Background: an optimization exercise with open tools, aiming at small area. Do not read the settings as production practice.
Function was checked by simulation only, so behaviour that the tests miss may differ from the original.
Power and IR drop assume default switching activity.

==> flow/design.v <==
`timescale 1ns/1ps
`default_nettype none
module raster_position (
    input  logic        clk_i,
    input  logic        rst_i,
    input  logic        cen_i,           
    input  logic [1:0]  blank_i,         
    output logic [10:0] pos_x_o,
    output logic [10:0] pos_y_o,
    output logic        frame_start_o    
);
    logic        hblank_q;    
    logic        vblank_q;    
    logic [10:0] x_q;
    logic [10:0] y_q;
    logic        h_fall;      
    logic        h_rise;      
    logic        v_fall;      
    assign h_fall = hblank_q & ~blank_i[0];
    assign h_rise = ~hblank_q & blank_i[0];
    assign v_fall = vblank_q & ~blank_i[1];
    function automatic logic [10:0] inc(input logic [10:0] a, input logic ci);
        logic c;
        c = ci;
        for (int i = 0; i < 11; i++) begin
            inc[i] = a[i] ^ c;
            c      = a[i] & c;
        end
    endfunction
    logic x_inc;
    logic x_clr;
    logic y_inc;
    logic y_clr;
    assign x_inc = cen_i && !blank_i[0];
    assign x_clr = rst_i || (cen_i && h_fall);
    assign y_inc = cen_i && h_rise;
    assign y_clr = rst_i || (cen_i && v_fall);    
    always_ff @(posedge clk_i) begin
        if (rst_i) begin
            hblank_q <= 1'b0;
            vblank_q <= 1'b0;
        end else if (cen_i) begin
            hblank_q <= blank_i[0];
            vblank_q <= blank_i[1];
        end
        x_q <= x_clr ? 11'd0 : inc(x_q, x_inc);
        y_q <= y_clr ? 11'd0 : inc(y_q, y_inc);
    end
    assign pos_x_o       = x_q;
    assign pos_y_o       = y_q;
    assign frame_start_o = v_fall;   
endmodule
`default_nettype wire
`timescale 1ns/1ps
`default_nettype none
module snowflake_field (
    input  logic        clk_i,
    input  logic        rst_i,
    input  logic        cen_i,
    input  logic        frame_start_i,
    input  logic [10:0] pos_x_i,
    input  logic [10:0] pos_y_i,
    output logic        hit_o,
    output logic [23:0] rgb_o
);
    localparam int NS = 8;                    
    logic [NS-1:0][10:0] fx;                  
    logic [NS-1:0][10:0] fy;
    logic [12-1:0] hit;              
    function automatic logic [14:0] rsub(input logic [13:0] a, input logic [13:0] b);
        logic        c;
        logic [13:0] d;
        c = 1'b1;
        for (int i = 0; i < 14; i++) begin
            d[i] = a[i] ^ ~b[i] ^ c;
            c    = (a[i] & ~b[i]) | (c & (a[i] ^ ~b[i]));
        end
        rsub = {c, d};
    endfunction
    function automatic logic ge(input logic [13:0] a, input logic [13:0] b);
        logic [14:0] t;
        t  = rsub(a, b);
        ge = t[14];
    endfunction
    function automatic logic [14:0] radd(input logic [13:0] a, input logic [13:0] b);
        logic        c;
        logic [13:0] d;
        c = 1'b0;
        for (int i = 0; i < 14; i++) begin
            d[i] = a[i] ^ b[i] ^ c;
            c    = (a[i] & b[i]) | (c & (a[i] ^ b[i]));
        end
        radd = {c, d};
    endfunction
    function automatic logic [2:0] mag(input logic [3:0] d);
        logic [2:0] n;
        n   = ~d[2:0];                          
        mag = d[3] ? {n[2] ^ (n[1] & n[0]), n[1] ^ n[0], ~n[0]} : d[2:0];
    endfunction
    function automatic logic star(input logic [3:0] dx, input logic [3:0] dy);
        logic [2:0] ax;
        logic [2:0] ay;
        ax   = mag(dx);
        ay   = mag(dy);
        star = (dx != 4'b1000) && (dy != 4'b1000) &&
               (ax[2:1] == 2'b00 || ay[2:1] == 2'b00 || ax == ay);
    endfunction
    function automatic logic [4:0] win(input logic [11:0] d, input int c);
        logic [11:0] lo;
        logic [11:0] hi;
        logic [14:0] t;
        lo  = 12'(c - 8) ^ 12'h800;             
        hi  = 12'(c + 7) ^ 12'h800;
        t   = rsub({10'd0, d[3:0]}, 14'(c & 15));
        win = {ge({2'b0, d ^ 12'h800}, {2'b0, lo}) && ge({2'b0, hi}, {2'b0, d ^ 12'h800}), t[3:0]};
    endfunction
    logic adv;                                  
    logic p3;                                   
    assign adv = cen_i && frame_start_i;
    for (genvar j = 0; j < NS; j++) begin : g_flake
        localparam int S  = j + 1;              
        localparam int X0 = (j * 160) % 1920;
        localparam int Y0 = (j * 90) % 1080;
        if (j == 0 || j == 2 || j == 4 || j == 6 || j == 7) begin : g_st
            logic        wrap;                  
            logic        xw;                    
            logic [13:0] y_add;
            logic [13:0] x_add;
            logic [14:0] y_sum;
            logic [14:0] x_sum;
            logic [10:0] y_nx;
            logic [10:0] xq;
            assign wrap  = adv && ge({3'b0, fy[j]}, 14'(1080 - S));
            assign xw    = ge({3'b0, fx[j]}, 14'(1920 - 137));
            assign y_add = adv ? 14'(S) : 14'd0;
            assign x_add = wrap ? (xw ? 14'(137 + 2048 - 1920) :
                                        14'(137)) : 14'd0;
            assign y_sum = radd({3'b0, fy[j]}, y_add);
            assign x_sum = radd({3'b0, fx[j]}, x_add);
            assign y_nx  = wrap ? 11'd0 : y_sum[10:0];
            if (j == 7) begin : g_y8
                logic [10:3] yh;
                logic        odd;
                always_ff @(posedge clk_i) begin
                    if (rst_i) begin
                        yh  <= 8'(Y0 >> 3);
                        odd <= 1'b1;
                    end else begin
                        yh  <= y_nx[10:3];
                        odd <= y_nx[1];
                    end
                end
                assign fy[j] = {yh, odd, odd, 1'b0};
            end else begin : g_y
                logic [10:0] yh;
                always_ff @(posedge clk_i) begin
                    if (rst_i) yh <= 11'(Y0);
                    else       yh <= y_nx;
                end
                assign fy[j] = yh;
            end
            always_ff @(posedge clk_i) begin
                if (rst_i) xq <= 11'(X0);
                else       xq <= x_sum[10:0];
            end
            assign fx[j] = xq;
        end else begin : g_der
            localparam int P  = (j == 5) ? 2 : 0;           
            localparam int M  = (j == 3) ? 4 : 2;           
            localparam int SH = (j == 3) ? 2 : 1;           
            localparam int K  = (j == 3) ? 268 : 90;
            localparam int C  = (j == 3) ? 480 : 160;
            logic [3:0]  th;                    
            logic [13:0] ky;                    
            logic [13:0] cx;                    
            logic [14:0] y_sum;
            logic [14:0] x_sum;
            logic [4:0]  hs;                    
            logic [3:0]  hm;
            for (genvar k = 1; k <= 4; k++) begin : g_q
                if ((M * 1079 + K) >= 1080 * k) begin : g_t
                    assign th[k-1] = ge({3'b0, fy[P]}, 14'((1080 * k - K + M - 1) / M));
                end else begin : g_n
                    assign th[k-1] = 1'b0;
                end
            end
            always_comb begin
                if      (th[3]) begin ky = 14'(K - 4320); cx = 14'(C + 548); end
                else if (th[2]) begin ky = 14'(K - 3240); cx = 14'(C + 411); end
                else if (th[1]) begin ky = 14'(K - 2160); cx = 14'(C + 274); end
                else if (th[0]) begin ky = 14'(K - 1080); cx = 14'(C + 137); end
                else            begin ky = 14'(K);        cx = 14'(C);       end
                if (j == 3) ky[1] = p3;         
            end
            assign y_sum = radd(14'(fy[P]) << SH, ky);
            assign x_sum = radd(14'(fx[P]) << SH, cx);
            logic [14:0] hsum;
            logic [14:0] hinc;
            assign hsum  = radd(14'(x_sum[13:11]), 14'(x_sum[10:7]));
            assign hs    = hsum[4:0];
            assign hinc  = radd(14'(hs), 14'd1);   
            assign hm    = ge(14'(hs), 14'd15) ? hinc[3:0] : hs[3:0];
            assign fy[j] = y_sum[10:0];
            assign fx[j] = {hm, x_sum[6:0]};
        end
    end
    always_ff @(posedge clk_i) begin
        if (rst_i)                                    p3 <= 1'b1;
        else if (adv && fy[0] == 11'd202) p3 <= 1'b0;
    end
    for (genvar j = 0; j < NS; j++) begin : g_draw
        logic [11:0] ddx;                       
        logic [11:0] ddy;                       
        logic [4:0]  wx;
        logic [4:0]  wy;
        assign ddx    = 12'(rsub({3'b0, pos_x_i}, {3'b0, fx[j]}));
        assign ddy    = 12'(rsub({3'b0, pos_y_i}, {3'b0, fy[j]}));
        assign wx     = win(ddx, 0);
        assign wy     = win(ddy, 0);
        assign hit[j] = wx[4] && wy[4] && star(wx[3:0], wy[3:0]);
        if (j < 4) begin : g_twin               
            logic       lo;                     
            logic       xw;                     
            logic       odd;                    
            logic [4:0] vx;
            logic [4:0] vy;
            assign lo  = ~ge({3'b0, fy[j]}, 14'd360);
            assign xw  = lo ? ge({3'b0, fx[j]}, 14'd640) : ge({3'b0, fx[j]}, 14'd503);
            assign odd = (j == 3) && p3;
            assign vx  = lo ? (xw ? win(ddx, -640) : win(ddx, 1280)) :
                              (xw ? win(ddx, -503) : win(ddx, 1417));
            assign vy  = lo ? win(ddy, 720) : odd ? win(ddy, -362) : win(ddy, -360);
            assign hit[j+8] = vx[4] && vy[4] && star(vx[3:0], vy[3:0]);
        end
    end
    assign hit_o = |hit;
    assign rgb_o = hit_o ? 24'(24'hFF_FF_FF) : 24'(24'h00_00_00);
endmodule
`default_nettype wire
`timescale 1ns/1ps
`default_nettype none
module character_sprites (
    input  logic [10:0] pos_x_i,
    input  logic [10:0] pos_y_i,
    output logic        hit_o,
    output logic [23:0] rgb_o
);
    function automatic logic ge(input logic [10:0] a, input logic [10:0] b);
        logic c;
        c = 1'b1;
        for (int i = 0; i < 11; i++) begin
            c = (a[i] & ~b[i]) | (c & ~(a[i] ^ b[i]));
        end
        ge = c;
    endfunction
    function automatic logic [5:0] sub6(input logic [5:0] a, input logic [5:0] b);
        logic c;
        c = 1'b1;
        for (int i = 0; i < 6; i++) begin
            sub6[i] = a[i] ^ ~b[i] ^ c;
            c       = (a[i] & ~b[i]) | (c & ~(a[i] ^ b[i]));
        end
    endfunction
    function automatic logic run_hit(input logic [10:0] row, input logic [5:0] rx);
        logic [4:0] m;                        
        logic [4:0] t;
        m       = rx[4:0] ^ {5{rx[5]}};
        t       = rx[5] ? row[4:0] : row[9:5];
        run_hit = row[10] && ge({6'd0, t}, {6'd0, m});
    endfunction
    function automatic logic [10:0] ghost_row(input logic [5:0] ry);
        case (ry)
            6'd40: ghost_row = {1'b1, 5'd6, 5'd5};   
            6'd41: ghost_row = {1'b1, 5'd8, 5'd7};   
            6'd42: ghost_row = {1'b1, 5'd10, 5'd9};   
            6'd43: ghost_row = {1'b1, 5'd11, 5'd10};   
            6'd44: ghost_row = {1'b1, 5'd13, 5'd12};   
            6'd45: ghost_row = {1'b1, 5'd14, 5'd13};   
            6'd46: ghost_row = {1'b1, 5'd15, 5'd14};   
            6'd47: ghost_row = {1'b1, 5'd15, 5'd14};   
            6'd48: ghost_row = {1'b1, 5'd16, 5'd15};   
            6'd49: ghost_row = {1'b1, 5'd17, 5'd16};   
            6'd50: ghost_row = {1'b1, 5'd17, 5'd16};   
            6'd51: ghost_row = {1'b1, 5'd18, 5'd17};   
            6'd52: ghost_row = {1'b1, 5'd18, 5'd17};   
            6'd53: ghost_row = {1'b1, 5'd19, 5'd18};   
            6'd54: ghost_row = {1'b1, 5'd19, 5'd18};   
            6'd55: ghost_row = {1'b1, 5'd19, 5'd18};   
            6'd56: ghost_row = {1'b1, 5'd19, 5'd18};   
            6'd57: ghost_row = {1'b1, 5'd19, 5'd18};   
            6'd58: ghost_row = {1'b1, 5'd19, 5'd18};   
            6'd59: ghost_row = {1'b1, 5'd20, 5'd19};   
            6'd60: ghost_row = {1'b1, 5'd20, 5'd19};   
            6'd61: ghost_row = {1'b1, 5'd20, 5'd19};   
            6'd62: ghost_row = {1'b1, 5'd20, 5'd19};   
            6'd63: ghost_row = {1'b1, 5'd20, 5'd19};   
            6'd0: ghost_row = {1'b1, 5'd20, 5'd19};   
            6'd1: ghost_row = {1'b1, 5'd20, 5'd19};   
            6'd2: ghost_row = {1'b1, 5'd20, 5'd19};   
            6'd3: ghost_row = {1'b1, 5'd20, 5'd19};   
            6'd4: ghost_row = {1'b1, 5'd20, 5'd19};   
            6'd5: ghost_row = {1'b1, 5'd20, 5'd19};   
            6'd6: ghost_row = {1'b1, 5'd20, 5'd19};   
            6'd7: ghost_row = {1'b1, 5'd20, 5'd19};   
            6'd8: ghost_row = {1'b1, 5'd20, 5'd19};   
            6'd9: ghost_row = {1'b1, 5'd20, 5'd19};   
            6'd10: ghost_row = {1'b1, 5'd20, 5'd19};   
            6'd11: ghost_row = {1'b1, 5'd20, 5'd19};   
            6'd12: ghost_row = {1'b1, 5'd20, 5'd19};   
            6'd13: ghost_row = {1'b1, 5'd20, 5'd19};   
            6'd14: ghost_row = {1'b1, 5'd20, 5'd19};   
            6'd15: ghost_row = {1'b1, 5'd20, 5'd19};   
            6'd16: ghost_row = {1'b1, 5'd20, 5'd19};   
            6'd17: ghost_row = {1'b1, 5'd20, 5'd19};   
            6'd18: ghost_row = {1'b1, 5'd20, 5'd19};   
            6'd19: ghost_row = {1'b1, 5'd20, 5'd19};   
            6'd20: ghost_row = {1'b1, 5'd19, 5'd19};   
            6'd21: ghost_row = {1'b1, 5'd19, 5'd19};   
            6'd22: ghost_row = {1'b1, 5'd11, 5'd11};   
            6'd23: ghost_row = {1'b1, 5'd11, 5'd11};   
            6'd24: ghost_row = {1'b1, 5'd3, 5'd3};   
            default: ghost_row = '0;
        endcase
    endfunction
    function automatic logic [10:0] pac_row(input logic [5:0] ry);
        case (ry)
            6'd35: pac_row = {1'b1, 5'd7, 5'd6};   
            6'd36: pac_row = {1'b1, 5'd10, 5'd9};   
            6'd37: pac_row = {1'b1, 5'd13, 5'd12};   
            6'd38: pac_row = {1'b1, 5'd14, 5'd13};   
            6'd39: pac_row = {1'b1, 5'd16, 5'd15};   
            6'd40: pac_row = {1'b1, 5'd17, 5'd16};   
            6'd41: pac_row = {1'b1, 5'd19, 5'd18};   
            6'd42: pac_row = {1'b1, 5'd20, 5'd19};   
            6'd43: pac_row = {1'b1, 5'd21, 5'd20};   
            6'd44: pac_row = {1'b1, 5'd22, 5'd21};   
            6'd45: pac_row = {1'b1, 5'd23, 5'd22};   
            6'd46: pac_row = {1'b1, 5'd23, 5'd22};   
            6'd47: pac_row = {1'b1, 5'd24, 5'd23};   
            6'd48: pac_row = {1'b1, 5'd22, 5'd24};   
            6'd49: pac_row = {1'b1, 5'd21, 5'd24};   
            6'd50: pac_row = {1'b1, 5'd19, 5'd25};   
            6'd51: pac_row = {1'b1, 5'd18, 5'd26};   
            6'd52: pac_row = {1'b1, 5'd17, 5'd26};   
            6'd53: pac_row = {1'b1, 5'd15, 5'd26};   
            6'd54: pac_row = {1'b1, 5'd14, 5'd27};   
            6'd55: pac_row = {1'b1, 5'd12, 5'd27};   
            6'd56: pac_row = {1'b1, 5'd11, 5'd27};   
            6'd57: pac_row = {1'b1, 5'd9, 5'd28};   
            6'd58: pac_row = {1'b1, 5'd8, 5'd28};   
            6'd59: pac_row = {1'b1, 5'd7, 5'd28};   
            6'd60: pac_row = {1'b1, 5'd5, 5'd28};   
            6'd61: pac_row = {1'b1, 5'd4, 5'd28};   
            6'd62: pac_row = {1'b1, 5'd2, 5'd28};   
            6'd63: pac_row = {1'b1, 5'd1, 5'd28};   
            6'd0: pac_row = {1'b1, 5'd0, 5'd28};   
            6'd1: pac_row = {1'b1, 5'd1, 5'd28};   
            6'd2: pac_row = {1'b1, 5'd2, 5'd28};   
            6'd3: pac_row = {1'b1, 5'd4, 5'd28};   
            6'd4: pac_row = {1'b1, 5'd5, 5'd28};   
            6'd5: pac_row = {1'b1, 5'd7, 5'd28};   
            6'd6: pac_row = {1'b1, 5'd8, 5'd28};   
            6'd7: pac_row = {1'b1, 5'd9, 5'd28};   
            6'd8: pac_row = {1'b1, 5'd11, 5'd27};   
            6'd9: pac_row = {1'b1, 5'd12, 5'd27};   
            6'd10: pac_row = {1'b1, 5'd14, 5'd27};   
            6'd11: pac_row = {1'b1, 5'd15, 5'd26};   
            6'd12: pac_row = {1'b1, 5'd17, 5'd26};   
            6'd13: pac_row = {1'b1, 5'd18, 5'd26};   
            6'd14: pac_row = {1'b1, 5'd19, 5'd25};   
            6'd15: pac_row = {1'b1, 5'd21, 5'd24};   
            6'd16: pac_row = {1'b1, 5'd22, 5'd24};   
            6'd17: pac_row = {1'b1, 5'd24, 5'd23};   
            6'd18: pac_row = {1'b1, 5'd23, 5'd22};   
            6'd19: pac_row = {1'b1, 5'd23, 5'd22};   
            6'd20: pac_row = {1'b1, 5'd22, 5'd21};   
            6'd21: pac_row = {1'b1, 5'd21, 5'd20};   
            6'd22: pac_row = {1'b1, 5'd20, 5'd19};   
            6'd23: pac_row = {1'b1, 5'd19, 5'd18};   
            6'd24: pac_row = {1'b1, 5'd17, 5'd16};   
            6'd25: pac_row = {1'b1, 5'd16, 5'd15};   
            6'd26: pac_row = {1'b1, 5'd14, 5'd13};   
            6'd27: pac_row = {1'b1, 5'd13, 5'd12};   
            6'd28: pac_row = {1'b1, 5'd10, 5'd9};   
            6'd29: pac_row = {1'b1, 5'd7, 5'd6};   
            default: pac_row = '0;
        endcase
    endfunction
    logic [5-1:0] g_in;       
    logic [5:0]             g_rx;       
    logic [5:0]             g_ry;
    logic [4:0]             g_m;
    logic                   g_yin;
    logic                   g_hit;
    logic                   g_eye;
    logic                   g_pupil;
    logic [23:0]            g_col;
    logic [5:0]             p_rx;
    logic [5:0]             p_ry;
    logic                   p_in;
    logic                   pac_hit;
    always_comb begin
        g_rx  = '0;
        g_col = '0;
        g_in[0] = ge(pos_x_i, 11'(150 - 20)) &&
                  ge(11'(150 + 20), pos_x_i);
        g_in[1] = ge(pos_x_i, 11'(550 - 20)) &&
                  ge(11'(550 + 20), pos_x_i);
        g_in[2] = ge(pos_x_i, 11'(960 - 20)) &&
                  ge(11'(960 + 20), pos_x_i);
        g_in[3] = ge(pos_x_i, 11'(1180 - 20)) &&
                  ge(11'(1180 + 20), pos_x_i);
        g_in[4] = ge(pos_x_i, 11'(1650 - 20)) &&
                  ge(11'(1650 + 20), pos_x_i);
        if (g_in[0]) begin g_rx = sub6(pos_x_i[5:0], 6'(150)); g_col = 24'hFF_B0_FF; end
        if (g_in[1]) begin g_rx = sub6(pos_x_i[5:0], 6'(550)); g_col = 24'hFF_00_00; end
        if (g_in[2]) begin g_rx = sub6(pos_x_i[5:0], 6'(960)); g_col = 24'h00_80_FF; end
        if (g_in[3]) begin g_rx = sub6(pos_x_i[5:0], 6'(1180)); g_col = 24'h00_FF_00; end
        if (g_in[4]) begin g_rx = sub6(pos_x_i[5:0], 6'(1650)); g_col = 24'h80_00_FF; end
        g_ry  = sub6(pos_y_i[5:0], 6'(150));
        g_yin = ge(pos_y_i, 11'(150 - 25)) &&
                ge(11'(150 + 25), pos_y_i);
        g_hit = (|g_in) && g_yin && run_hit(ghost_row(g_ry), g_rx);
        g_m     = g_rx[4:0] ^ {5{g_rx[5]}};
        g_eye   = ge({6'd0, g_m}, g_rx[5] ? 11'd5 : 11'd6) &&
                  ge(g_rx[5] ? 11'd11 : 11'd12, {6'd0, g_m}) &&
                  ge({5'd0, ~g_ry[5], g_ry[4:0]}, 11'(32 - 10)) &&
                  ge(11'(32 - 4), {5'd0, ~g_ry[5], g_ry[4:0]});
        g_pupil = ge({6'd0, g_m}, g_rx[5] ? 11'd7 : 11'd8) &&
                  ge(g_rx[5] ? 11'd9 : 11'd10, {6'd0, g_m}) &&
                  ge({5'd0, ~g_ry[5], g_ry[4:0]}, 11'(32 - 8)) &&
                  ge(11'(32 - 6), {5'd0, ~g_ry[5], g_ry[4:0]});
        p_in    = ge(pos_x_i, 11'(960 - 32)) && ge(11'(960 + 31), pos_x_i) &&
                  ge(pos_y_i, 11'(250 - 32)) && ge(11'(250 + 31), pos_y_i);
        p_rx    = sub6(pos_x_i[5:0], 6'(960));
        p_ry    = sub6(pos_y_i[5:0], 6'(250));
        pac_hit = p_in && run_hit(pac_row(p_ry), p_rx);
        if (pac_hit) begin
            hit_o = 1'b1;
            rgb_o = 24'hFF_FF_00;
        end else if (g_hit) begin
            hit_o = 1'b1;
            rgb_o = g_pupil ? 24'h00_00_00 : g_eye ? 24'hFF_FF_FF : g_col;
        end else begin
            hit_o = 1'b0;
            rgb_o = '0;
        end
    end
endmodule
`default_nettype wire
`timescale 1ns/1ps
`default_nettype none
module layer_compositor (
    input  logic        clk_i,
    input  logic        rst_i,
    input  logic        cen_i,
    input  logic [2:0]  sync_i,
    input  logic        char_hit_i,
    input  logic [23:0] char_rgb_i,
    input  logic        flake_hit_i,
    input  logic [23:0] flake_rgb_i,
    output logic [23:0] rgb_o,
    output logic [2:0]  sync_o
);
    logic [23:0] rgb_d;
    logic [23:0] rgb_q;
    logic [2:0]  sync_q;
    always_comb begin
        if (flake_hit_i) begin
            rgb_d = flake_rgb_i;          
        end else if (char_hit_i) begin
            rgb_d = char_rgb_i;           
        end else begin
            rgb_d = 24'h00_00_00;
        end
    end
    always_ff @(posedge clk_i) begin
        if (rst_i) begin
            rgb_q  <= '0;
            sync_q <= '0;
        end else if (cen_i) begin
            rgb_q  <= rgb_d;
            sync_q <= sync_i;             
        end
    end
    assign rgb_o  = rgb_q;
    assign sync_o = sync_q;
endmodule
`default_nettype wire
`timescale 1ns/1ps
`default_nettype none
module snow_overlay_top (
    input  logic        clk_i,
    input  logic        rst_i,
    input  logic        cen_i,      
    input  logic [1:0]  blank_i,    
    input  logic [2:0]  sync_i,     
    output logic [23:0] rgb_o,      
    output logic [2:0]  sync_o      
);
    logic [10:0] pos_x;
    logic [10:0] pos_y;
    logic        frame_start;
    logic        flake_hit;
    logic [23:0] flake_rgb;
    logic        char_hit;
    logic [23:0] char_rgb;
    raster_position u_raster (
        .clk_i         (clk_i),
        .rst_i         (rst_i),
        .cen_i         (cen_i),
        .blank_i       (blank_i),
        .pos_x_o       (pos_x),
        .pos_y_o       (pos_y),
        .frame_start_o (frame_start)
    );
    snowflake_field u_snow (
        .clk_i         (clk_i),
        .rst_i         (rst_i),
        .cen_i         (cen_i),
        .frame_start_i (frame_start),
        .pos_x_i       (pos_x),
        .pos_y_i       (pos_y),
        .hit_o         (flake_hit),
        .rgb_o         (flake_rgb)
    );
    character_sprites u_chars (
        .pos_x_i (pos_x),
        .pos_y_i (pos_y),
        .hit_o   (char_hit),
        .rgb_o   (char_rgb)
    );
    layer_compositor u_comp (
        .clk_i       (clk_i),
        .rst_i       (rst_i),
        .cen_i       (cen_i),
        .sync_i      (sync_i),
        .char_hit_i  (char_hit),
        .char_rgb_i  (char_rgb),
        .flake_hit_i (flake_hit),
        .flake_rgb_i (flake_rgb),
        .rgb_o       (rgb_o),
        .sync_o      (sync_o)
    );
endmodule
`default_nettype wire
==> flow/flow/run.sh <==
#!/bin/bash
# Own layout flow: the standard synthesis, then the combinational logic between the
# (unchanged) flip-flops is re-mapped with a stronger ABC script, then the standard layout
# from floorplan to finish. Each tool's output goes to a log file of its own here.
set -euo pipefail
W=$(pwd)
F=$W/flow
YOSYS=${YOSYS_EXE:-/OpenROAD-flow-scripts/tools/install/yosys/bin/yosys}
[[ -x $YOSYS ]] || YOSYS=yosys

# 1. Standard synthesis (the standard flow's own script, unchanged)
bash standard.sh synth > "$W/synth_std.log" 2>&1
R=$(dirname "$(ls "$W"/orfs/results/*/snow_overlay_top/base/1_2_yosys.v | head -n 1)")
cp "$R/1_2_yosys.v" "$W/netlist_std.v"

# 2. Re-map the gates between the flip-flops
RESYN_LIB=$FLOW_HOME/platforms/$FLOW_PLATFORM/lib/sky130_fd_sc_hd__tt_025C_1v80.lib \
RESYN_NETLIST=$W/netlist_std.v RESYN_TOP=$FLOW_TOP RESYN_SCRIPT=$F/resyn.abc \
RESYN_STAT=$W/resyn_stat.txt RESYN_OUT=$W/netlist_resyn.v \
  "$YOSYS" -c "$F/resyn.tcl" > "$W/resyn.log" 2>&1
cp "$W/netlist_resyn.v" "$R/1_2_yosys.v"
rm -f "$R/1_synth.odb" "$R/1_synth.sdc"

# 3. Standard layout on the new netlist
bash standard.sh "BUFFER_PORTS_ARGS=-buffer_cell sky130_fd_sc_hd__buf_1" "CTS_ARGS=-sink_clustering_enable -repair_clock_nets -buf_list sky130_fd_sc_hd__clkbuf_8 -dont_use_dummy_load" finish > "$W/layout.log" 2>&1
==> flow/flow/resyn.abc <==
strash
balance -l; resub -K 6 -l; rewrite -l; resub -K 6 -N 2 -l; refactor -l; resub -K 8 -l; balance -l; resub -K 8 -N 2 -l; rewrite -l; resub -K 10 -l; rewrite -z -l; resub -K 10 -N 2 -l; balance -l; resub -K 12 -l; refactor -z -l; resub -K 12 -N 2 -l; rewrite -z -l; balance -l
balance -l; resub -K 6 -l; rewrite -l; resub -K 6 -N 2 -l; refactor -l; resub -K 8 -l; balance -l; resub -K 8 -N 2 -l; rewrite -l; resub -K 10 -l; rewrite -z -l; resub -K 10 -N 2 -l; balance -l; resub -K 12 -l; refactor -z -l; resub -K 12 -N 2 -l; rewrite -z -l; balance -l
balance -l; resub -K 6 -l; rewrite -l; resub -K 6 -N 2 -l; refactor -l; resub -K 8 -l; balance -l; resub -K 8 -N 2 -l; rewrite -l; resub -K 10 -l; rewrite -z -l; resub -K 10 -N 2 -l; balance -l; resub -K 12 -l; refactor -z -l; resub -K 12 -N 2 -l; rewrite -z -l; balance -l
dch -f
amap
topo
dnsize -c
==> flow/flow/resyn.tcl <==
# Re-optimises the combinational logic of the standard synthesis's netlist with a stronger ABC
# script. Every flip-flop stays as the same instance, name and cell; only the gates between them
# are remapped. Reads and writes the netlist named by $::env(RESYN_NETLIST).
yosys -import
set lib $::env(RESYN_LIB)
set keep {sky130_fd_sc_hd__dfxtp_1 sky130_fd_sc_hd__dfxtp_2 sky130_fd_sc_hd__dfxtp_4 sky130_fd_sc_hd__conb_1}
set dont_use {sky130_fd_sc_hd__probe_p_8 sky130_fd_sc_hd__probec_p_8 sky130_fd_sc_hd__lpflow_bleeder_1 sky130_fd_sc_hd__lpflow_clkbufkapwr_1 sky130_fd_sc_hd__lpflow_clkbufkapwr_16 sky130_fd_sc_hd__lpflow_clkbufkapwr_2 sky130_fd_sc_hd__lpflow_clkbufkapwr_4 sky130_fd_sc_hd__lpflow_clkbufkapwr_8 sky130_fd_sc_hd__lpflow_clkinvkapwr_1 sky130_fd_sc_hd__lpflow_clkinvkapwr_16 sky130_fd_sc_hd__lpflow_clkinvkapwr_2 sky130_fd_sc_hd__lpflow_clkinvkapwr_4 sky130_fd_sc_hd__lpflow_clkinvkapwr_8 sky130_fd_sc_hd__lpflow_decapkapwr_12 sky130_fd_sc_hd__lpflow_decapkapwr_3 sky130_fd_sc_hd__lpflow_decapkapwr_4 sky130_fd_sc_hd__lpflow_decapkapwr_6 sky130_fd_sc_hd__lpflow_decapkapwr_8 sky130_fd_sc_hd__lpflow_inputiso0n_1 sky130_fd_sc_hd__lpflow_inputiso0p_1 sky130_fd_sc_hd__lpflow_inputiso1n_1 sky130_fd_sc_hd__lpflow_inputiso1p_1 sky130_fd_sc_hd__lpflow_inputisolatch_1 sky130_fd_sc_hd__lpflow_isobufsrc_1 sky130_fd_sc_hd__lpflow_isobufsrc_16 sky130_fd_sc_hd__lpflow_isobufsrc_2 sky130_fd_sc_hd__lpflow_isobufsrc_4 sky130_fd_sc_hd__lpflow_isobufsrc_8 sky130_fd_sc_hd__lpflow_isobufsrckapwr_16 sky130_fd_sc_hd__lpflow_lsbuf_lh_hl_isowell_tap_1 sky130_fd_sc_hd__lpflow_lsbuf_lh_hl_isowell_tap_2 sky130_fd_sc_hd__lpflow_lsbuf_lh_hl_isowell_tap_4 sky130_fd_sc_hd__lpflow_lsbuf_lh_isowell_4 sky130_fd_sc_hd__lpflow_lsbuf_lh_isowell_tap_1 sky130_fd_sc_hd__lpflow_lsbuf_lh_isowell_tap_2 sky130_fd_sc_hd__lpflow_lsbuf_lh_isowell_tap_4 }
read_liberty -ignore_miss_func $lib
read_verilog $::env(RESYN_NETLIST)
hierarchy -top $::env(RESYN_TOP)
foreach c $keep { catch { setattr -mod -set keep_hierarchy 1 $c } }
flatten
foreach c $keep { catch { blackbox $c } }
opt_clean -purge
set du_args {}
foreach c $dont_use { lappend du_args -dont_use $c }
abc -liberty $lib {*}$du_args -script $::env(RESYN_SCRIPT)
opt_clean -purge
splitnets
opt_clean -purge
hilomap -singleton -hicell sky130_fd_sc_hd__conb_1 HI -locell sky130_fd_sc_hd__conb_1 LO
insbuf -buf sky130_fd_sc_hd__buf_4 A X
tee -o $::env(RESYN_STAT) stat -liberty $lib
select $::env(RESYN_TOP)
write_verilog -noattr -nohex -nodec -selected $::env(RESYN_OUT)
==> flow/standard.sh <==
#!/bin/bash
# synth_recipe.tcl (not shown) runs the flow's synth.tcl, then flattens the netlist and writes it again
# the make line also repeats each setting of config.mk as NAME=value (left out here)
make -C /OpenROAD-flow-scripts/flow DESIGN_CONFIG=/design/flow/config.mk WORK_HOME=/design/flow/orfs CLKGATE_MAP_FILE= SYNTH_SCRIPT=/design/flow/synth_recipe.tcl "${@:-finish}"
==> flow/config.mk <==
export PLATFORM = sky130hd
export DESIGN_NAME = snow_overlay_top
export DESIGN_NICKNAME = snow_overlay_top
export VERILOG_FILES = /design/flow/design.v
export SDC_FILE = /design/flow/constraint.sdc
export NUM_CORES = 4
export LEC_CHECK = 0
export ABC_AREA = 1
export CAP_MARGIN = 20
export CORE_MARGIN = 2
export CORE_UTILIZATION = 40
export SLEW_MARGIN = 20
==> flow/constraint.sdc <==
create_clock -name core_clock -period 12.5 [get_ports {clk_i}]
set_input_delay 2.5000 -clock core_clock [delete_from_list [all_inputs] [get_ports {clk_i}]]
set_output_delay 2.5000 -clock core_clock [all_outputs]
set_load 0.01 [all_outputs]
==> results.tsv, run 1 <==
metric	value	unit
status	timing/DRC/antenna clean	
grt_pass1_wl	97.0	mm
hold_viol	0	
vias	20306	
initial_core_util	0.408	
clk_pin_slew	80	ps
cts-root-buf	clkbuf_8	
maxCapViolCount	0	
tightest_slew	1010	ps
slowest_delay	500	ps
fill_cells	4240	
crit_type	reg2reg	
cts.hold.buffers_added	0	
cts_resized	0	
clockBufferDepth	2	
vias_per_cell	6.11	
n_antenna_cell	0	
grt-ovfl-total	0	
syn2layout_area_growth	7.12	%
synth.avg_cell_area	5.80	µm²
max_slew_margin	0.321	
rows	72	
insertion_delay	500	ps
slew_violations	0	
vdd_ir_drop_max	0.0000647	V
start_kind	flop	
finalCritPeriodShare	0.718	
cpMostUsedCell	nand2_1	
postCtsSetupRepairBufs	0	
cellPowerDensity	54.2	mW/mm²
antenna_found_initial	0	
dp_hpwl	46.1	mm
htreeDepth	4	
antenna_left	0	
core	0.0389	mm²
fp.dieArea	0.0413	mm²
drt_iter0_drc	1829	
clock-sinks	142	
setup_violations	0	
drc	0	
grt_pass1_vias	18301	
cp.required	12910	ps
cp.arrival	9390	ps
min_period	8970	ps
worst_hold_slack	487	ps
final_cells	3321	
crit_fanout	9	
dpl_cell_area	0.0168	mm²
cpMaxStageDelayCell	nor4b_1	
design_area	0.0170	mm²
netSwitchingFraction	0.321	
place_inst	3304	
clock_power_share	0.326	
clock_skew	37.3	ps
routedWlPerCell	18.7	µm
combinationalPowerShare	0.169	
die_height	203	µm
ys_warn_count	4	
p_leak	5.66	nW
grt_use_total	0.298	
cts_tree	yes	
wl	62.2	mm
dieWidth	203	µm
drive_gt1_frac	0.0218	
multi_input_area	0.0117	mm²
routabilityCongestion	0.968	
synthCells	2736	
grt_max_degree	49	
ios	35	
nets	2813	
intPower	0.626	mW
p_sw	0.296	mW
setup_tns	0	ps
sequentialPowerShare	0.505	
port_buffers	34	
hp-class	reg2reg	
syn_area	0.0159	mm²
end_kind	flop	
rsz0062_at_grt	false	
seqCellArea	0.00284	mm²
dr.pass1.iters	9	
cts_buffers	17	
fmax	111	MHz
==> path summary, 6_finish.rpt <==
path                                    startpoint           endpoint  slack [ps]  cells after the start
setup / recovery  u_snow.g_flake[0].g_st.g_y.yh[0]   u_comp.rgb_q[13]        3530                     55
hold / removal                   u_raster.vblank_q  u_raster.vblank_q         490                      2
setup reg to reg  u_snow.g_flake[0].g_st.g_y.yh[0]   u_comp.rgb_q[13]        3530                     55
hold reg to reg                  u_raster.vblank_q  u_raster.vblank_q         490                      2
==> critical path, delay by kind of cell, from the launching register on <==
family / cells / cell delay, ps
AO/OA/AOI/OAI: 22 / 3340
buffers and inverters: 7 / 1020
flip-flops: 1 / 380
AND/OR/NAND/NOR: 26 / 4180
==> registers in the layout, summed over array words and instances, names as in the netlist <==
name	count
u_snow.g_flake.g_st.xq	55
u_snow.g_flake.g_st.g_y.yh	44
u_raster.x_q	11
u_raster.y_q	11
u_snow.g_flake.g_st.g_y8.yh	8
u_comp.rgb_q	6
u_comp.sync_q	3
u_raster.hblank_q	1
u_raster.vblank_q	1
u_snow.g_flake.g_st.g_y8.odd	1
u_snow.p3	1
==> placed cells by master (no fill, tap or decap), drive strengths merged, types with 17 or more instances in the layout <==
master  count
or3        17
a211oi     55
or4        23
o21ai     457
clkinv    310
o21a       61
nand3      41
nor3       93
clkbuf     18
a21oi     176
nand4      17
dfxtp     142
or2        21
a22oi     134
nor4       30
a31oi      24
nand2     387
buf        76
o22ai      59
nor2      492
==> routing by layer <==
metal  GRT usage  wire length [µm]
met1       0.379             26400
met2       0.480             26700
met3      0.0554              5590
met4       0.155              3490
met5           0                 0
==> cell type report <==
class                           instances  area share
Clock buffer                           17      0.0138
Tap cell                              518      0.0381
Multi-Input combinational cell       2257       0.686
Inverter                              310      0.0684
Timing Repair Buffer                   77      0.0266
Sequential cell                       142       0.167
==> stage by stage <==
step / setup slack (ps) / utilization / total power [mW]
finish: 3530 / 0.437 / 0.922
global route: 2070 / 0.437 / 0.955
CTS: 3620 / 0.437 / 0.921
detailed placement: 3700 / 0.431 / 0.627
global placement: 3990 / 0.431 / 0.625
floorplan: 4880 / - / 0.591
==> power groups by stage <==
stage                     sequential [mW]  combinational, mW  clock, mW
after global routing                0.467              0.172      0.317
after CTS                           0.465              0.152      0.303
final                               0.466              0.156      0.300
after floorplan                     0.475              0.116          0
after global placement              0.476              0.150          0
after detailed placement            0.476              0.152          0
==> run 2, diff against run 1 <==
--- a/flow/flow/run.sh
+++ b/flow/flow/run.sh
@@ -22,4 +22,4 @@
 rm -f "$R/1_synth.odb" "$R/1_synth.sdc"
 
 # 3. Standard layout on the new netlist
-bash standard.sh "BUFFER_PORTS_ARGS=-buffer_cell sky130_fd_sc_hd__buf_1" "CTS_ARGS=-sink_clustering_enable -repair_clock_nets -buf_list sky130_fd_sc_hd__clkbuf_8 -dont_use_dummy_load" finish > "$W/layout.log" 2>&1
+bash standard.sh ${FLOW_MAKE_VARS:-} finish > "$W/layout.log" 2>&1
==> run 2 against run 1 <==
  * Still clean
  * Sequential power about the same
  * Power rose by 26%
  * Critical path depth stayed put
  * Area after synthesis unchanged
  * Design area grew 3.4%
  * Worst setup slack better by 66 ps
  * Utilization rose by 1.5 points
  * Wire length increased by 1.8%
  * Via count decreased by 0.32%
  * First-iteration DRC count hardly changed
  * Die area did not move
  * Largest power group is now clock
  * Highest routed layer is now met5
==> results.tsv, run 2 <==
metric	value	unit	change
status	timing/DRC/antenna clean		
worstSetupEndpoint	u_comp.rgb_q[13]		
hp-class	reg2reg		
slowest_delay	460	ps	-40 ps
insertion_delay	450	ps	-50 ps
r2r_start	u_snow.g_flake[0].g_st.g_y.yh[0]		
dr.pass1.iters	7		-2
tightest_slew	1050	ps	+35.0 ps
routedWlPerCell	19.0	µm	+1.3%
die_height	203	µm	unchanged
layout_common_cells	nor2_1 (492), o21ai_0 (457), nand2_1 (387), clkinv_1 (310), a21oi_1 (176)		
p_leak	5.90	nW	+4.4%
fill_cells	4153		-2.1%
ios	35		unchanged
synth.avg_cell_area	5.80	µm²	unchanged
port_buffers	34		unchanged
max_slew_margin	0.296		-0.0245
dp_hpwl	46.5	mm	+0.82%
drive_gt1_frac	0.0273		+0.00555
antenna_left	0		unchanged
clk_pin_slew	70	ps	about the same
synthCells	2736		unchanged
dpl_cell_area	0.0170	mm²	+1.3%
syn_area	0.0159	mm²	unchanged
rsz0062_at_grt	false		
largest_register_ffs	55		unchanged
initial_core_util	0.408		unchanged
nets	2814		+0.036%
rr_endpoint	u_comp.rgb_q[13]		
end_kind	flop		
drc	0		unchanged
drt_iter0_drc	1828		-0.055%
grt_max_degree	47		-4.1%
fp.dieArea	0.0413	mm²	unchanged
grt_use_total	0.305		+0.00673
syn2layout_area_growth	10.7	%	
ff2ff_path_depth	55		unchanged
routabilityCongestion	0.955		-1.3%
crit_family	simple AND/OR/NAND/NOR gates		
cts.hold.buffers_added	0		unchanged
htreeDepth	4		unchanged
clock-sinks	142		unchanged
core	0.0389	mm²	unchanged
reg_top3	u_snow.g_flake.g_st.xq (55), u_snow.g_flake.g_st.g_y.yh (44)		
crit_type	reg2reg		
fmax	112	MHz	+0.74%
ff2ff_setup_slack	3590	ps	+70 ps
crit_fanout	9		unchanged
setup_tns	0	ps	unchanged
min_period	8910	ps	-65.8 ps
cts_tree	yes		
finalCritPeriodShare	0.712		-0.00526
vdd_ir_drop_max	0.0000866	V	+34%
regMostFlops	u_snow.g_flake.g_st.xq		
ys_warn_count	4		unchanged
dieWidth	203	µm	unchanged
slew_violations	0		unchanged
cp.required	12890	ps	-20 ps
start_kind	flop		
path_buf_inv	7		unchanged
antenna_found_initial	1		+1
crit_cells	55		unchanged
vias_per_cell	6.06		-0.85%
startpoint	u_snow.g_flake[0].g_st.g_y.yh[0]		
cts_buffers	17		unchanged
design_area	0.0176	mm²	+3.4%
cpMaxStageDelayCell	nor4b_1		
cp.arrival	9300	ps	-90 ps
cellPowerDensity	66.2	mW/mm²	+22%
vias	20242		-0.32%
maxCapViolCount	0		unchanged
hold_viol	0		unchanged
cts-root-buf	clkbuf_16		
wl	63.3	mm	+1.8%
final_common_cell	nor2_1		
setup_violations	0		unchanged
rows	72		unchanged
grt-ovfl-total	0		unchanged
postCtsSetupRepairBufs	0		unchanged
grt_pass1_vias	18437		+0.74%
grt_pass1_wl	99.4	mm	+2.5%
clockBufferDepth	2		unchanged
clock_skew	10.7	ps	-26.6 ps
cts_resized	0		unchanged
cpMostUsedCell	nand2_1		
run 2: layer usage:
metal	global-route usage	part of all wire
met2	0.495	0.44
met5	0	0.00016
met1	0.399	0.44
met3	0.0470	0.078
met4	0.135	0.045
run 2: worst min-delay path, stage by stage, from the launching register on:
cell and delay (ps):
dfxtp_1 320, clkinv_1 40, o21ai_0 70
run 2: power breakdown:
part / switching, mW / internal (mW) / total, mW
Clock: 0.255 / 0.271 / 0.527
Combinational: 0.110 / 0.0615 / 0.172
Sequential: 0.00676 / 0.458 / 0.465
run 2: layout make-up:
cell class | instances | area [µm²] | share of cell area
multi-input combinational | 2257 | 11700 | 0.664
sequential | 142 | 2840 | 0.162
inverter | 310 | 1160 | 0.0662
timing repair buffer | 78 | 666 | 0.0379
tap | 518 | 648 | 0.0369
clock buffer | 18 | 439 | 0.0250
clock inverter | 14 | 146 | 0.00833
antenna | 2 | 5.00 | 0.000285
run 2: metrics by stage:
| stage | util | setup WS [ps] | hold slack, ps | std cells | total power, mW |
|---|---|---|---|---|---|
| after floorplan | - | 4880 | 449 | 2736 | 0.591 |
| after global placement | 0.437 | 4020 | 466 | 3305 | 0.641 |
| after detailed placement | 0.437 | 3820 | 478 | 3305 | 0.642 |
| after CTS | 0.452 | 3760 | 487 | 3337 | 1.16 |
| after global routing | 0.452 | 2200 | 498 | 3337 | 1.20 |
| final | 0.452 | 3590 | 486 | 3339 | 1.16 |
run 2: how the worst min path moves through the flow:
stage	start	endpoint	slack [ps]	cells after the start
4_1_cts	u_raster.vblank_q	u_raster.vblank_q	490	2
5_1_grt	u_raster.vblank_q	u_raster.vblank_q	500	2
3_3_place_gp	u_snow.p3	u_snow.p3	470	2
6_report	u_snow.p3	u_snow.p3	490	2
2_1_floorplan	u_snow.g_flake[6].g_st.g_y.yh[10]	u_snow.g_flake[6].g_st.g_y.yh[10]	450	2
3_5_place_dp	u_raster.vblank_q	u_raster.vblank_q	480	2
==> run 3, diff against run 2 <==
--- a/flow/design.v
+++ b/flow/design.v
@@ -121,7 +121,7 @@
         localparam int S  = j + 1;              
         localparam int X0 = (j * 160) % 1920;
         localparam int Y0 = (j * 90) % 1080;
-        if (j == 0 || j == 2 || j == 4 || j == 6 || j == 7) begin : g_st
+        if (j == 0 || j == 2 || j == 4 || j == 6) begin : g_st
             logic        wrap;                  
             logic        xw;                    
             logic [13:0] y_add;
@@ -165,10 +165,10 @@
             end
             assign fx[j] = xq;
         end else begin : g_der
-            localparam int P  = (j == 5) ? 2 : 0;           
+            localparam int P  = (j == 5) ? 2 : (j == 7) ? 3 : 0;   
             localparam int M  = (j == 3) ? 4 : 2;           
             localparam int SH = (j == 3) ? 2 : 1;           
-            localparam int K  = (j == 3) ? 268 : 90;
+            localparam int K  = (j == 3) ? 268 : (j == 7) ? 88 : 90;
             localparam int C  = (j == 3) ? 480 : 160;
             logic [3:0]  th;                    
             logic [13:0] ky;                    
@@ -191,6 +191,7 @@
                 else if (th[0]) begin ky = 14'(K - 1080); cx = 14'(C + 137); end
                 else            begin ky = 14'(K);        cx = 14'(C);       end
                 if (j == 3) ky[1] = p3;         
+                if (j == 7 && p3) ky = th[0] ? 14'(84 - 1080) : 14'd90;
             end
             assign y_sum = radd(14'(fy[P]) << SH, ky);
             assign x_sum = radd(14'(fx[P]) << SH, cx);
--- a/flow/flow/run.sh
+++ b/flow/flow/run.sh
@@ -21,5 +21,9 @@
 cp "$W/netlist_resyn.v" "$R/1_2_yosys.v"
 rm -f "$R/1_synth.odb" "$R/1_synth.sdc"
 
-# 3. Standard layout on the new netlist
-bash standard.sh ${FLOW_MAKE_VARS:-} finish > "$W/layout.log" 2>&1
+# 3. Standard layout on the new netlist. Ports get the smallest buffer; the clock tree uses
+# mid-size buffers without dummy loads.
+bash standard.sh \
+  "BUFFER_PORTS_ARGS=-buffer_cell sky130_fd_sc_hd__buf_1" \
+  "CTS_ARGS=-sink_clustering_enable -repair_clock_nets -buf_list sky130_fd_sc_hd__clkbuf_8 -dont_use_dummy_load" \
+  ${FLOW_MAKE_VARS:-} finish > "$W/layout.log" 2>&1
==> run 3 against run 2 <==
  * Still clean
  * Non-clock buffer count is 5 lower
  * Fmax is 20% lower
  * Combinational power decreased by 3%
  * Global-route usage decreased by 1.6 points
  * Sequential share of layout area shrank 1.6 points
  * Register-to-register slack worse by 2300 ps
  * Sequential cell count decreased by 20
  * Critical path type unchanged
  * Critical endpoint unchanged
==> results.tsv, run 3 <==
metric	value	unit	change
status	timing/DRC/antenna clean		
grt-ovfl-total	0		unchanged
post-route-util	0.433		-0.0182
clock-sinks	122		-14%
rows	72		unchanged
dp_hpwl	46.1	mm	-0.86%
initial_core_util	0.405		-0.00342
p_sw	0.278	mW	-25%
vias	20181		-0.30%
netSwitchingFraction	0.330		+0.0102
end_kind	flop		
core	0.0386	mm²	-0.93%
postCtsSetupRepairBufs	0		unchanged
vdd_ir_drop_max	0.0000622	V	-28%
start_kind	flop		
layout_common_cells	nor2_1 (508), o21ai_0 (471), nand2_1 (386), clkinv_1 (307), a21oi_1 (190)		
clockBufferDepth	2		unchanged
cpMostUsedCell	nand2_1		
slowest_delay	450	ps	about the same
syn_area	0.0156	mm²	-1.8%
cts.hold.buffers_added	0		unchanged
finalCritPeriodShare	0.893		+0.181
fp.dieArea	0.0406	mm²	-1.7%
routabilityCongestion	0.950		-0.48%
sequentialPowerShare	0.474		+0.075
ys_warn_count	4		unchanged
cts_resized	0		unchanged
port_buffers	34		unchanged
ios	35		unchanged
antenna_left	0		unchanged
drive_gt1_frac	0.0210		-0.00636
combinationalPowerShare	0.197		+0.049
clk_pin_slew	90	ps	+20 ps
intPower	0.564	mW	-29%
fmax	89.6	MHz	-20%
cts_buffers	17		unchanged
hold_viol	0		unchanged
p_leak	5.50	nW	-6.8%
tightest_slew	981	ps	-66.4 ps
wl	59.8	mm	-5.5%
min_period	11160	ps	+2260 ps
die_height	201	µm	-0.87%
htreeDepth	4		unchanged
synthCells	2752		+0.58%
clock_skew	30.9	ps	+20.2 ps
insertion_delay	490	ps	+40 ps
crit_fanout	8		-1
cp.arrival	11590	ps	+2290 ps
maxCapViolCount	0		unchanged
hp-class	reg2reg		
dieWidth	201	µm	-0.87%
nets	2825		+0.39%
antenna_found_initial	0		-1
drc	0		unchanged
cellPowerDensity	50.4	mW/mm²	-24%
synth.avg_cell_area	5.67	µm²	-2.3%
cpMaxStageDelayCell	dfxtp_1		
worst_hold_slack	487	ps	+1.31 ps
grt_use_total	0.288		-0.0164
dr.pass1.iters	6		-1
slew_violations	0		unchanged
grt_max_degree	42		-11%
cts_tree	yes		
final_common_cell	nor2_1		
p_total	0.842	mW	-28%
clock_power_share	0.329		-0.124
max_slew_margin	0.329		+0.0327
routedWlPerCell	18.0	µm	-5.4%
vias_per_cell	6.05		-0.12%
crit_type	reg2reg		
n_antenna_cell	0		-2
setup_violations	0		unchanged
syn2layout_area_growth	7.15	%	
cts-root-buf	clkbuf_8		
reg_top3	u_snow.g_flake.g_st.g_y.yh (44), u_snow.g_flake.g_st.xq (44)		
cp.required	12930	ps	+40 ps
drt_iter0_drc	1584		-13%
grt_pass1_wl	94.0	mm	-5.4%
grt_pass1_vias	18306		-0.71%
==> run 3: worst max-delay path, delay by kind of cell (launching register included) <==
kind	cells	cell delay [ps]
compound gates	26	4210
buf+inv	9	1400
flops	1	450
simple gates	36	5040
==> run 3: area by class of cell <==
cell class              count  area, µm²
flip-flops and latches    122       2440
inverters                 307       1150
fillers                  4255      21800
multi-input cells        2296      11800
repair buffers             73        422
well taps                 518        648
clock buffers              17        234
==> run 3: path summary, 6_finish.rpt <==
path | startpoint | to | slack, ps | cells past startpoint
setup reg to reg | u_snow.g_flake[0].g_st.g_y.yh[0] | u_comp.rgb_q[13] | 1340 | 71
hold reg to reg | u_comp.rgb_q[15] | u_comp.rgb_q[15] | 490 | 1
setup / recovery | u_snow.g_flake[0].g_st.g_y.yh[0] | u_comp.rgb_q[13] | 1340 | 71
hold / removal | u_comp.rgb_q[15] | u_comp.rgb_q[15] | 490 | 1
==> run 3: through the flow <==
stage,instances,setup TNS [ps],area [µm²],setup slack (ps)
CTS,3333,0,16700,1410
finish,3333,0,16700,1340
global placement,3316,0,16500,1920
detailed placement,3316,0,16500,1490
global route,3333,-11.5,16700,-11.5
floorplan,2752,0,15600,3000
==> run 3: metal layers <==
metal  up-vias  wire length [µm]  track usage
li1      10164                 -            -
met1      9102             25000        0.349
met2       753             28000        0.500
met3       162              3800       0.0355
met4         0              2950        0.151
met5         -                 0            0
==> run 3: power groups by stage <==
stage	clock network, mW	registers (mW)	logic (mW)
floorplan	0	0.410	0.122
global placement	0	0.408	0.161
detailed placement	0	0.408	0.163
CTS	0.283	0.399	0.163
global route	0.297	0.400	0.184
finish	0.277	0.399	0.166
==> run 4, diff against run 3 <==
--- a/flow/flow/run.sh
+++ b/flow/flow/run.sh
@@ -26,4 +26,4 @@
 bash standard.sh \
   "BUFFER_PORTS_ARGS=-buffer_cell sky130_fd_sc_hd__buf_1" \
   "CTS_ARGS=-sink_clustering_enable -repair_clock_nets -buf_list sky130_fd_sc_hd__clkbuf_8 -dont_use_dummy_load" \
-  ${FLOW_MAKE_VARS:-} finish > "$W/layout.log" 2>&1
+  "GPL_TIMING_DRIVEN=0" "REMOVE_ABC_BUFFERS=1" finish > "$W/layout.log" 2>&1
==> run 4 against run 3 <==
  * Global-route usage fell by 1.0 points
  * Fmax fell by 0.59%
  * Area after synthesis did not move
  * Sequential power rose by 2%
  * Combinational power fell by 5%
  * Still clean on timing, DRC and antenna
  * Highest routed layer unchanged
==> results.tsv, run 4 <==
metric	value	unit	change
status	timing/DRC/antenna clean		
p_leak	5.35	nW	-2.9%
grtUsageMet1	0.333		-0.0160
cts.hold.buffers_added	0		unchanged
ys_warn_count	4		unchanged
initial_core_util	0.405		unchanged
synthCells	2752		unchanged
maxCapViolCount	0		unchanged
grt-busiest-layer	met2		
use_met3	0.0351		-0.000324
fp.dieArea	0.0406	mm²	unchanged
post-route-util	0.429		-0.00480
hold_viol	0		unchanged
slowest_delay	560	ps	+110 ps
max_slew_margin	0.233		-0.0966
grt_use_total	0.278		-0.0100
clock_skew	36.3	ps	+5.40 ps
cp.arrival	11600	ps	about the same
dr.pass1.iters	6		unchanged
port_buffers	34		unchanged
min_period	11230	ps	+66.5 ps
core	0.0386	mm²	unchanged
drc	0		unchanged
slew_violations	0		unchanged
cellPowerDensity	51.1	mW/mm²	+1.3%
clock-sinks	122		unchanged
antenna_found_initial	0		unchanged
routabilityCongestion	0.955		+0.53%
syn2layout_area_growth	5.96	%	
cp.required	12870	ps	-60 ps
end_kind	flop		
finalCritPeriodShare	0.898		+0.00532
final_common_cell	nor2_1		
vias	20186		+0.025%
crit_type	reg2reg		
nets	2790		-1.2%
clockBufferDepth	2		unchanged
htreeDepth	4		unchanged
antenna_left	0		unchanged
cts-root-buf	clkbuf_8		
cpMaxStageDelayCell	dfxtp_1		
ios	35		unchanged
wl	57.7	mm	-3.5%
tightest_slew	1150	ps	+169 ps
vias_per_cell	6.12		+1.1%
dp_hpwl	44.3	mm	-3.9%
fmax	89.1	MHz	-0.59%
routedWlPerCell	17.5	µm	-2.5%
layout_common_cells	nor2_1 (504), o21ai_0 (471), nand2_1 (386), clkinv_1 (304), a21oi_1 (189)		
cpMostUsedCell	nand2_1		
cts_tree	yes		
grt_max_degree	36		-14%
start_kind	flop		
grt_pass1_vias	18284		-0.12%
drive_gt1_frac	0.0137		-0.00729
p_total	0.844	mW	+0.18%
syn_area	0.0156	mm²	unchanged
dieWidth	201	µm	unchanged
rsz0062_at_grt	false		
insertion_delay	500	ps	about the same
crit_fanout	8		unchanged
setup_tns	0	ps	unchanged
grt-ovfl-total	0		unchanged
grt_pass1_wl	91.8	mm	-2.3%
cts_buffers	17		unchanged
reg_top3	u_snow.g_flake.g_st.g_y.yh (44), u_snow.g_flake.g_st.xq (44)		
vdd_ir_drop_max	0.0000632	V	+1.7%
hp-class	reg2reg		
setup_violations	0		unchanged
drt_iter0_drc	1513		-4.5%
fill_cells	4273		+0.42%
n_antenna_cell	0		unchanged
synth.avg_cell_area	5.67	µm²	unchanged
rows	72		unchanged
gr-usage-met2	0.485		-0.0149
die_height	201	µm	unchanged
clk_pin_slew	70	ps	-20 ps
==> run 4: cell count changes in the layout (fill, tap and decap cells not counted), sizes merged <==
cell / before / now
buf: 72 / 38
clkinv: 307 / 305
clkinvlp: 0 / 2
clkbuf: 18 / 17
==> run 4: final cells by class <==
type	instances	area (µm²)	share of cell area
Multi-Input combinational cell	2296	11900	0.718
Sequential cell	122	2440	0.148
Inverter	307	1160	0.0702
Tap cell	518	648	0.0392
Clock buffer	17	234	0.0142
Timing Repair Buffer	38	171	0.0104
==> run 4: metrics by stage <==
stage / hold slack (ps) / setup WS, ps / cells / cell area, µm²
2_1_floorplan: 448 / 3000 / 2725 / 15400
3_3_place_gp: 465 / 535 / 3277 / 16200
3_5_place_dp: 473 / 396 / 3279 / 16200
4_1_cts: 481 / 352 / 3296 / 16500
5_1_grt: 512 / 21.2 / 3298 / 16500
6_report: 480 / 1270 / 3298 / 16500
==> run 4: final timing paths <==
| check | startpoint | end | depth (start not counted) | slack (ps) |
|---|---|---|---|---|
| worst max register to register | u_snow.g_flake[0].g_st.g_y.yh[0] | u_comp.rgb_q[23] | 70 | 1270 |
| worst min register to register | u_raster.vblank_q | u_raster.vblank_q | 2 | 480 |
| worst max-delay path | u_snow.g_flake[0].g_st.g_y.yh[0] | u_comp.rgb_q[23] | 70 | 1270 |
| worst min-delay path | u_raster.vblank_q | u_raster.vblank_q | 2 | 480 |
==> run 4: repair_timing <==
action | 4_1_cts | 5_1_grt
hold endpoints to repair | 0 | 0
endpoints found under the setup margin | 0 | 6
setup buffers | 0 | 2
gates resized for setup | 0 | 13
==> run 4: per-layer routing <==
metal | vias up | share of wire
li1 | 10097 | -
met1 | 9224 | 0.42
met2 | 708 | 0.47
met3 | 157 | 0.063
met4 | 0 | 0.049
met5 | - | 0
==> run 4: critical path: cells and delay by family (launching register included) <==
kind                   cells  cell delay [ps]
buffers and inverters      9             1390
AO/OA/AOI/OAI             26             4350
flip-flops                 1              560
AND/OR/NAND/NOR           35             4830
==> run 4: power breakdown <==
group	internal, mW	switching [mW]
Clock	0.119	0.162
Sequential	0.394	0.0109
Combinational	0.0493	0.108
==> run 5, diff against run 4 <==
--- a/flow/flow/run.sh
+++ b/flow/flow/run.sh
@@ -25,5 +25,5 @@
 # mid-size buffers without dummy loads.
 bash standard.sh \
   "BUFFER_PORTS_ARGS=-buffer_cell sky130_fd_sc_hd__buf_1" \
-  "CTS_ARGS=-sink_clustering_enable -repair_clock_nets -buf_list sky130_fd_sc_hd__clkbuf_8 -dont_use_dummy_load" \
+  "CTS_ARGS=-sink_clustering_enable -repair_clock_nets -buf_list sky130_fd_sc_hd__clkbuf_8 -dont_use_dummy_load -sink_clustering_size 24 -sink_clustering_max_diameter 80" \
   "GPL_TIMING_DRIVEN=0" "REMOVE_ABC_BUFFERS=1" finish > "$W/layout.log" 2>&1
==> run 5 against run 4 <==
  * Area after synthesis did not move
  * Die area did not move
  * Sequential cell count did not move
  * Global-route usage did not move
  * Hold slack did not move
  * Highest routed layer unchanged
  * Clock skew did not move
  * Clock power barely moved
  * Worst setup slack did not move
  * Fmax did not move
  * Still clean on timing, DRC and antenna
  * Largest cell class unchanged
  * Wire length did not move
  * Via count did not move
  * Critical path type unchanged
==> results.tsv, run 5 <==
metric	value	unit	change
status	timing/DRC/antenna clean		
cts_buffers	17		unchanged
end_kind	flop		
grt_pass1_vias	18284		unchanged
initial_core_util	0.405		unchanged
fill_cells	4273		unchanged
tightest_slew	1150	ps	unchanged
routedWlPerCell	17.5	µm	unchanged
cts.hold.buffers_added	0		unchanged
p_total	0.844	mW	unchanged
cts_tree	yes		
rows	72		unchanged
p_sw	0.281	mW	unchanged
routabilityCongestion	0.955		unchanged
cp.arrival	11600	ps	about the same
fp.dieArea	0.0406	mm²	unchanged
reg_top3	u_snow.g_flake.g_st.g_y.yh (44), u_snow.g_flake.g_st.xq (44)		
setup_tns	0	ps	unchanged
synth.avg_cell_area	5.67	µm²	unchanged
p_leak	5.35	nW	unchanged
ios	35		unchanged
hold_viol	0		unchanged
drc	0		unchanged
grt_use_total	0.278		unchanged
combinationalPowerShare	0.187		about the same
drt_iter0_drc	1513		unchanged
min_period	11230	ps	unchanged
vias_per_cell	6.12		unchanged
nets	2790		unchanged
grt-ovfl-total	0		unchanged
netSwitchingFraction	0.333		unchanged
final_common_cell	nor2_1		
core	0.0386	mm²	unchanged
synthCells	2752		unchanged
drive_gt1_frac	0.0137		unchanged
slew_violations	0		unchanged
insertion_delay	500	ps	about the same
max_slew_margin	0.233		unchanged
sequentialPowerShare	0.480		about the same
start_kind	flop		
die_height	201	µm	unchanged
grt_max_degree	36		unchanged
rsz0062_at_grt	false		
vdd_ir_drop_max	0.0000632	V	unchanged
setup_violations	0		unchanged
intPower	0.563	mW	unchanged
antenna_found_initial	0		unchanged
slowest_delay	560	ps	about the same
dieWidth	201	µm	unchanged
clock_skew	36.3	ps	unchanged
cts-root-buf	clkbuf_8		
antenna_left	0		unchanged
htreeDepth	4		unchanged
crit_fanout	8		unchanged
n_antenna_cell	0		unchanged
clock-sinks	122		unchanged
port_buffers	34		unchanged
cpMostUsedCell	nand2_1		
wl	57.7	mm	unchanged
finalCritPeriodShare	0.898		unchanged
clockBufferDepth	2		unchanged
ys_warn_count	4		unchanged
cellPowerDensity	51.1	mW/mm²	unchanged
syn2layout_area_growth	5.96	%	unchanged
grt_pass1_wl	91.8	mm	unchanged
cp.required	12870	ps	about the same
clk_pin_slew	70	ps	about the same
clock_power_share	0.333		about the same
dp_hpwl	44.3	mm	unchanged
vias	20186		unchanged
crit_type	reg2reg		
hp-class	reg2reg		
dr.pass1.iters	6		unchanged
syn_area	0.0156	mm²	unchanged
maxCapViolCount	0		unchanged
layout_common_cells	nor2_1 (504), o21ai_0 (471), nand2_1 (386), clkinv_1 (304), a21oi_1 (189)		
fmax	89.1	MHz	unchanged
cpMaxStageDelayCell	dfxtp_1		
## run 5: metrics by stage
step	instance area, µm²	utilization	hold WS (ps)	cells	worst slack (ps)
after floorplan	15400	-	448	2725	3000
after global placement	16200	0.419	465	3277	535
after detailed placement	16200	0.421	473	3279	396
after CTS	16500	0.427	481	3296	352
after global routing	16500	0.429	512	3298	21.2
final	16500	0.429	480	3298	1270
## run 5: layout make-up
type	count	area, µm²	area share
sequential	122	2440	0.148
inverter	307	1160	0.0702
timing repair buffer	38	171	0.0104
clock buffer	17	234	0.0142
tap	518	648	0.0392
multi-input combinational	2296	11900	0.718
## run 5: final timing paths
kind	startpoint	endpoint	slack (ps)	cells after the start
setup reg to reg	u_snow.g_flake[0].g_st.g_y.yh[0]	u_comp.rgb_q[23]	1270	70
setup / recovery	u_snow.g_flake[0].g_st.g_y.yh[0]	u_comp.rgb_q[23]	1270	70
hold reg to reg	u_raster.vblank_q	u_raster.vblank_q	480	2
hold / removal	u_raster.vblank_q	u_raster.vblank_q	480	2
## run 5: critical path: cells and delay by family (launching register included)
| kind | cells | cell delay [ps] |
|---|---|---|
| AOI/OAI and AO/OA | 26 | 4350 |
| buffers and inverters | 9 | 1390 |
| DFF | 1 | 560 |
| and+or+nand+nor | 35 | 4830 |
## run 5: power by group through the flow
stage	logic (mW)	registers (mW)	clock network, mW
after floorplan	0.103	0.415	0
after global placement	0.151	0.413	0
after detailed placement	0.154	0.413	0
after CTS	0.154	0.405	0.287
after global routing	0.175	0.406	0.300
final	0.158	0.405	0.281
## run 5: layer usage
layer / GRT usage / part of all wire / vias up
met1: 0.333 / 0.42 / 9224
met5: 0 / 0 / -
li1: - / - / 10097
met4: 0.149 / 0.049 / 0
met2: 0.485 / 0.47 / 708
met3: 0.0351 / 0.063 / 157
## run 5: repair_timing
action,CTS,global route
resized for setup,0,13
buffers inserted,0,2
endpoints found under the setup margin,0,6

-- port drivers added, routing unchanged --
The flow's constraints put no driver on any port. The routed layouts listed below were extracted and timed again, unchanged, in two steps. Step 1, drivers: a clkbuf_16 drives clk_i and a buf_2 each remaining input, both assumed. Step 2 adds t to the input delays and takes it off the output delays; t is the mean of the earliest and latest rising clock arrival at the registers after step 1. Input paths then give back, and output paths get back, about the clock's delay inside the block. a / b / c = no drivers / after step 1 / after step 2; a / b = the first two.
run | t, ns | setup slack, ns | slew at the worst register clock pin (ns) | pins driven straight from the clock port
run 1 | 0.531 | 3.529 / 3.529 / 3.529 | 0.11 / 0.11 | 1
run 2 | 0.504 | 3.595 / 3.595 / 3.595 | 0.08 / 0.08 | 1
run 3 | 0.526 | 1.337 / 1.337 / 1.337 | 0.09 / 0.09 | 1
run 4 | 0.526 | 1.271 / 1.271 / 1.271 | 0.09 / 0.09 | 1
run 5 | 0.526 | 1.271 / 1.271 / 1.271 | 0.09 / 0.09 | 1
After both steps every run listed still meets setup and hold.
